This is an optimization exercise on Yosys and OpenROAD, whose aim is small area, not a production implementation. In this exercise RTL edits were held to simulation tests only and were not proved equivalent to the original. No driver is modelled on the clock port, so clocking that relies on it looks cheaper here than on a real chip. Power figures rest on the tool's default switching activity, not on a simulated workload.

==> flow/design.v, too long to show whole: its modules and the start of the top module <==
// module ask_fa: 10 lines
// module ask_maj: 8 lines
// module ask_ha: 9 lines
// module ask_sq_acc: 503 lines
// module ask_sq: 616 lines
// module ask_add_r3: 40 lines
// module ask_add_err: 43 lines
// module ask_add_mag: 48 lines
// module ask_add_acc: 50 lines
// module ask_add_pwr: 42 lines
// module ask_carry17: 40 lines
// module ask_carry15: 36 lines
// module ask_quality_top: 166 lines
module ask_quality_top #(
	parameter int LOG2_BLOCK = 4
) (
	input  logic                     sys_clk,
	input  logic                     rst_n,
	input  logic                     sym_clk_en,
	input  ask_pkg::dv_t             dec_var,
	output ask_pkg::slice_t          slice,
	output logic                     slice_valid,
	output ask_pkg::dv_t             ref_lvl,
	output ask_pkg::dv_t             err_mean,
	output logic [ask_pkg::SQ_W-1:0] err_var,
	output logic [ask_pkg::SQ_W-1:0] sig_pwr,
	output logic                     block_done
);
  // ...
==> flow/flow/run.sh <==
#!/bin/bash
# The standard layout (the standard.sh: standard synthesis, then ORFS to
# finish), with three ORFS knobs set on the make command line:
#   REMOVE_ABC_BUFFERS=1  floorplan removes the buffers ABC put in synthesis
#                         (repair_design then buffers where the loads need it)
#   BUFFER_PORTS_ARGS     buffer_ports gives every input and output port a
#                         buffer, here the library's smallest, buf_1
#   CTS_ARGS              ORFS's clock_tree_synthesis arguments with
#                         -dont_use_dummy_load added
# make's full output goes to flow_make.log in the work folder.
set -euo pipefail
bash standard.sh REMOVE_ABC_BUFFERS=1 \
	"BUFFER_PORTS_ARGS=-buffer_cell sky130_fd_sc_hd__buf_1" \
	"CTS_ARGS=-sink_clustering_enable -repair_clock_nets -buf_list sky130_fd_sc_hd__clkbuf_8 -dont_use_dummy_load -sink_clustering_size 30 -sink_clustering_max_diameter 100" \
	finish > flow_make.log 2>&1
==> flow/standard.sh <==
#!/bin/bash
# synth_recipe.tcl (not shown) runs the flow's synth.tcl, then flattens the netlist and writes it again
# the make line also repeats each setting of config.mk as NAME=value (left out here)
make -C /OpenROAD-flow-scripts/flow DESIGN_CONFIG=/design/flow/config.mk WORK_HOME=/design/flow/orfs CLKGATE_MAP_FILE= SYNTH_SCRIPT=/design/flow/synth_recipe.tcl "${@:-finish}"
==> flow/config.mk <==
export PLATFORM = sky130hd
export DESIGN_NAME = ask_quality_top
export DESIGN_NICKNAME = ask_quality_top
export VERILOG_FILES = /design/flow/design.v
export SDC_FILE = /design/flow/constraint.sdc
export NUM_CORES = 4
export LEC_CHECK = 0
export CAP_MARGIN = 20
export CORE_MARGIN = 2
export CORE_UTILIZATION = 40
export CTS_BUF_LIST = sky130_fd_sc_hd__clkbuf_8
export SLEW_MARGIN = 20
export SYNTH_HIERARCHICAL = 1
export SYNTH_MINIMUM_KEEP_SIZE = 0
==> flow/constraint.sdc <==
create_clock -name core_clock -period 14.0 [get_ports {sys_clk}]
set_input_delay 2.8000 -clock core_clock [delete_from_list [all_inputs] [get_ports {sys_clk}]]
set_output_delay 2.8000 -clock core_clock [all_outputs]
set_load 0.01 [all_outputs]
==> flow_summary.toml, run 1 <==
[drt]
drt-initial-drc-count = 642
wl_per_cell_um = 19.1

[power_and_ir_drop]
switching_share_pct = 48.6
finalPower_w = 0.00525
power.clock.total_w = 0.000283
seqPwrFrac_pct = 20.4
intPower_w = 0.00270

[global_route]
antenna_found_initial = 0
grt_pass1_wl_um = 68500
grt_busiest_layer = "met2"
use_met3_pct = 4.24

[setup_path]
cp.depth = 34
end_kind = "flop"
crit_family = "adder cells"
worstPathMaxFanout = 18

[layout]
seqCellArea_sq_mm = 0.00407
largestClassByArea = "multi-input gates"
final_area_sq_mm = 0.0189
postLayoutCoreUtil_pct = 42.9

[min_path]
hp-class = "reg2reg"
min_delay_path_depth = 1
hp-start = "sig_q[13]$_DFFE_PN0P_"

[yosys]
synthTopCellsByCount = "389 x fa_1, 310 x nor2_1, 102 x dfxtp_1"
synth-simple-area-share_pct = 13.1
yosysTopAreaCell = "fa_1"
avgSynthCellArea_sq_um = 11.4

[sta]
setup_viol_count_final = 0
fin_crit_ps = 13060
clock_skew_ps = 37.7

[clock_tree]
clock_sinks = 183
clk_latency_ps = 520

[floorplanning]
coreArea_sq_mm = 0.0440

[status]
status = "no timing/DRC/antenna violations"
==> run 2, diff against run 1 <==
--- a/flow/flow/run.sh
+++ b/flow/flow/run.sh
@@ -11,5 +11,5 @@
 set -euo pipefail
 bash standard.sh REMOVE_ABC_BUFFERS=1 \
 	"BUFFER_PORTS_ARGS=-buffer_cell sky130_fd_sc_hd__buf_1" \
-	"CTS_ARGS=-sink_clustering_enable -repair_clock_nets -buf_list sky130_fd_sc_hd__clkbuf_8 -dont_use_dummy_load -sink_clustering_size 30 -sink_clustering_max_diameter 100" \
+	"CTS_ARGS=-sink_clustering_enable -repair_clock_nets -buf_list sky130_fd_sc_hd__clkbuf_8 -dont_use_dummy_load" \
 	finish > flow_make.log 2>&1
==> flow_summary.toml, run 2 <==
[clock_tree]
numCtsBuffers = 17
cts_tree = "done"
postCtsHoldBufs = 0
path_clk_slew_ps = 100
clk_latency_ps = 520
clock_sinks = 183
cts_resized = 0
postCtsSetupBuffers = 0

[floorplanning]
rows = 77
start_util_pct = 40.3
die_y_um = 215
coreArea_sq_mm = 0.0440
die_area_sq_mm = 0.0461
dieWidth_um = 215
io_pins = 99

[setup_path]
path_buf_inv = 2
critical_path_arrival_ps = 13490
path_common_cell = "fa_1"
critPathKind = "reg2reg"
required_ps = 14430
cp_slowest_cell = "fa_1"
startpoint = "done_q$_DFF_PN0_"
end_kind = "flop"
r2r_start = "done_q$_DFF_PN0_"
startpoint_type = "flop"
crit_family = "adder cells"
crit_path_max_incr_delay_ps = 960
worstPathMaxFanout = 18

[power_and_ir_drop]
power_density_mw_per_mm2 = 278
peakVddDrop_uv = 127
leakage_nw = 9.06

[sta]
tns_ps = 0
hold_ws_ps = 505
fin_crit_ps = 13060
max_freq_mhz = 76.5
min_period_over_period_pct = 93.3
hold_viol = 0
slew_viol_final = 0
slew_headroom_pct = 36.9
rsz0062_at_grt = "false"
setup_viol_count_final = 0
clock_skew_ps = 37.7
tightest_slew_ps = 946

[global_route]
grt_pass1_vias = 12600
grt_use_total_pct = 19.1
grt-ovfl-total = 0
grt_pass1_wl_um = 68500
antenna_found_initial = 0
grt_max_degree = 66

[yosys]
yosysSeqAreaShare_pct = 22.9
syn_area_sq_mm = 0.0177
synthTopCellsByCount = "389 x fa_1, 310 x nor2_1, 102 x dfxtp_1"
postSynthCellCount = 1551
synthFlopType = "dfxtp_1"
yosys.cell_count.top_type = "fa_1"
synth_seq_cells = 183
yosysTopAreaCell = "fa_1"
async_flop_share_pct = 44.3
ys_top_cells_by_area = "fa_1 44%, dfxtp_1 12%, dfrtp_1 11%"
synth-edff-count = 0
avgSynthCellArea_sq_um = 11.4
netlist.area_leader.share_pct = 43.9
yosysUniqueCellTypes = 62
yosysWarningCount = 7

[min_path]
hp-class = "reg2reg"
hp-start = "sig_q[13]$_DFFE_PN0P_"

[layout]
diodes = 0
reg_top3 = "err_acc x22, sq_acc x22, mag_sum x21"
postLayoutCoreUtil_pct = 42.9
nNetsFinal = 2056
mostFrequentLayoutCells = "389 x fa_1, 310 x nor2_1, 102 x dfxtp_1, 93 x buf_1, 91 x inv_1"
syn_to_final_growth_pct = 6.41
final_area_sq_mm = 0.0189
fill_cells = 4210
final_common_cell = "fa_1"
layout-drive-gt1-share_pct = 9.33
instances_no_fill = 2189

[drt]
drc = 0
via_count = 11300
vias_per_cell = 5.16
wl_per_cell_um = 19.1
wl_um = 41700
drt-initial-drc-count = 642
antenna_left = 0
drt-pass1-iter-count = 6

[placement]
place.gp.congestion = 0.858
dp_cells = 2172
dpl-instance-area_sq_mm = 0.0186
port_buffers = 96
dp_hpwl_um = 32300

[status]
status = "no timing/DRC/antenna violations"

[flow_run]
cap_viol_max_count = 0
run 2: layout make-up:
class / count / area (sq um) / share of cell area, %
Inverter: 92 / 345 / 1.83
Timing Repair Buffer: 141 / 704 / 3.73
Sequential cell: 183 / 4070 / 21.6
Multi-Input combinational cell: 1164 / 12800 / 67.7
Clock buffer: 17 / 234 / 1.24
Tap cell: 592 / 741 / 3.92
run 2: final timing paths:
| path | to | slack, ps | cells past startpoint |
|---|---|---|---|
| setup / recovery | var_q[9]$_DFFE_PN0P_ | 940 | 34 |
| hold / removal | sig_q[13]$_DFFE_PN0P_ | 500 | 1 |
| setup reg to reg | var_q[9]$_DFFE_PN0P_ | 940 | 34 |
| hold reg to reg | sig_q[13]$_DFFE_PN0P_ | 500 | 1 |
| max in group asynchronous | done_q$_DFF_PN0_ | 10540 | 2 |
| min in group asynchronous | sig_q[11]$_DFFE_PN0P_ | 2220 | 1 |
run 2: stage by stage:
stage / setup slack (ps) / total power [W]
floorplan: -332 / 0.00389
detailed placement: 921 / 0.00504
global route: 286 / 0.00594
finish: 935 / 0.00525
CTS: 868 / 0.00533
global placement: 1090 / 0.00488
run 2: logic make-up after synthesis:
group,count (synthesis),synth area share (%)
AO/OA/AOI/OAI,99,3.96
XOR/XNOR,21,1.04
adder cells (fa/ha/maj),453,48.3
buffers and inverters,206,5.11
flip-flops,183,22.9
multiplexers,87,5.51
other,3,0.0635
AND/OR/NAND/NOR,499,13.1
run 2: Yosys stat by module, one instance, submodules excluded, excerpt:
module | area, sq um | times used | cells inside
ask_sq | 1130 | 1 | 257
ask_add_r3 | 7.51 | 1 | 1
ask_add_acc | 67.6 | 1 | 18
ask_ha | 12.5 | 44 | 1
ask_quality_top | 6870 | 1 | 566
ask_sq_acc | 910 | 1 | 222
ask_carry17 | 248 | 1 | 39
ask_maj | 11.3 | 15 | 1
ask_fa | 20.0 | 389 | 1
run 2: where the power goes:
| part | internal (W) | switching (W) |
|---|---|---|
| Combinational | 0.00176 | 0.00213 |
| Sequential | 0.000831 | 0.000240 |
| Clock | 0.000107 | 0.000176 |
| Total | 0.00270 | 0.00255 |
run 2: metal layers:
metal / GRT usage (%) / part of all wire (%)
met3: 4.24 / 6.1
met1: 25.4 / 44
met4: 6.74 / 2.6
met2: 30.9 / 48
met5: 0 / 0

static timing again, ports no longer ideal:
The results above use ideal ports. As a check the final layouts listed here were re-extracted and re-timed, cells and wires unchanged. Step 1, drivers: a clkbuf_16 drives sys_clk and a buf_2 each remaining input, both assumed. Step 2, shift: input delay + t, output delay - t, t = (earliest + latest rising clock arrival at the registers) / 2. This alone moves slack from input paths to output paths. Three values: no drivers, after step 1, after step 2; two values: the first two.
run	t, ns	slack for setup (ns)	slew at the worst register clock pin (ns)
run 1	0.559	0.935 / 0.935 / 0.935	0.10 / 0.10
run 2	0.559	0.935 / 0.935 / 0.935	0.10 / 0.10
After both steps every run listed still meets setup and hold.
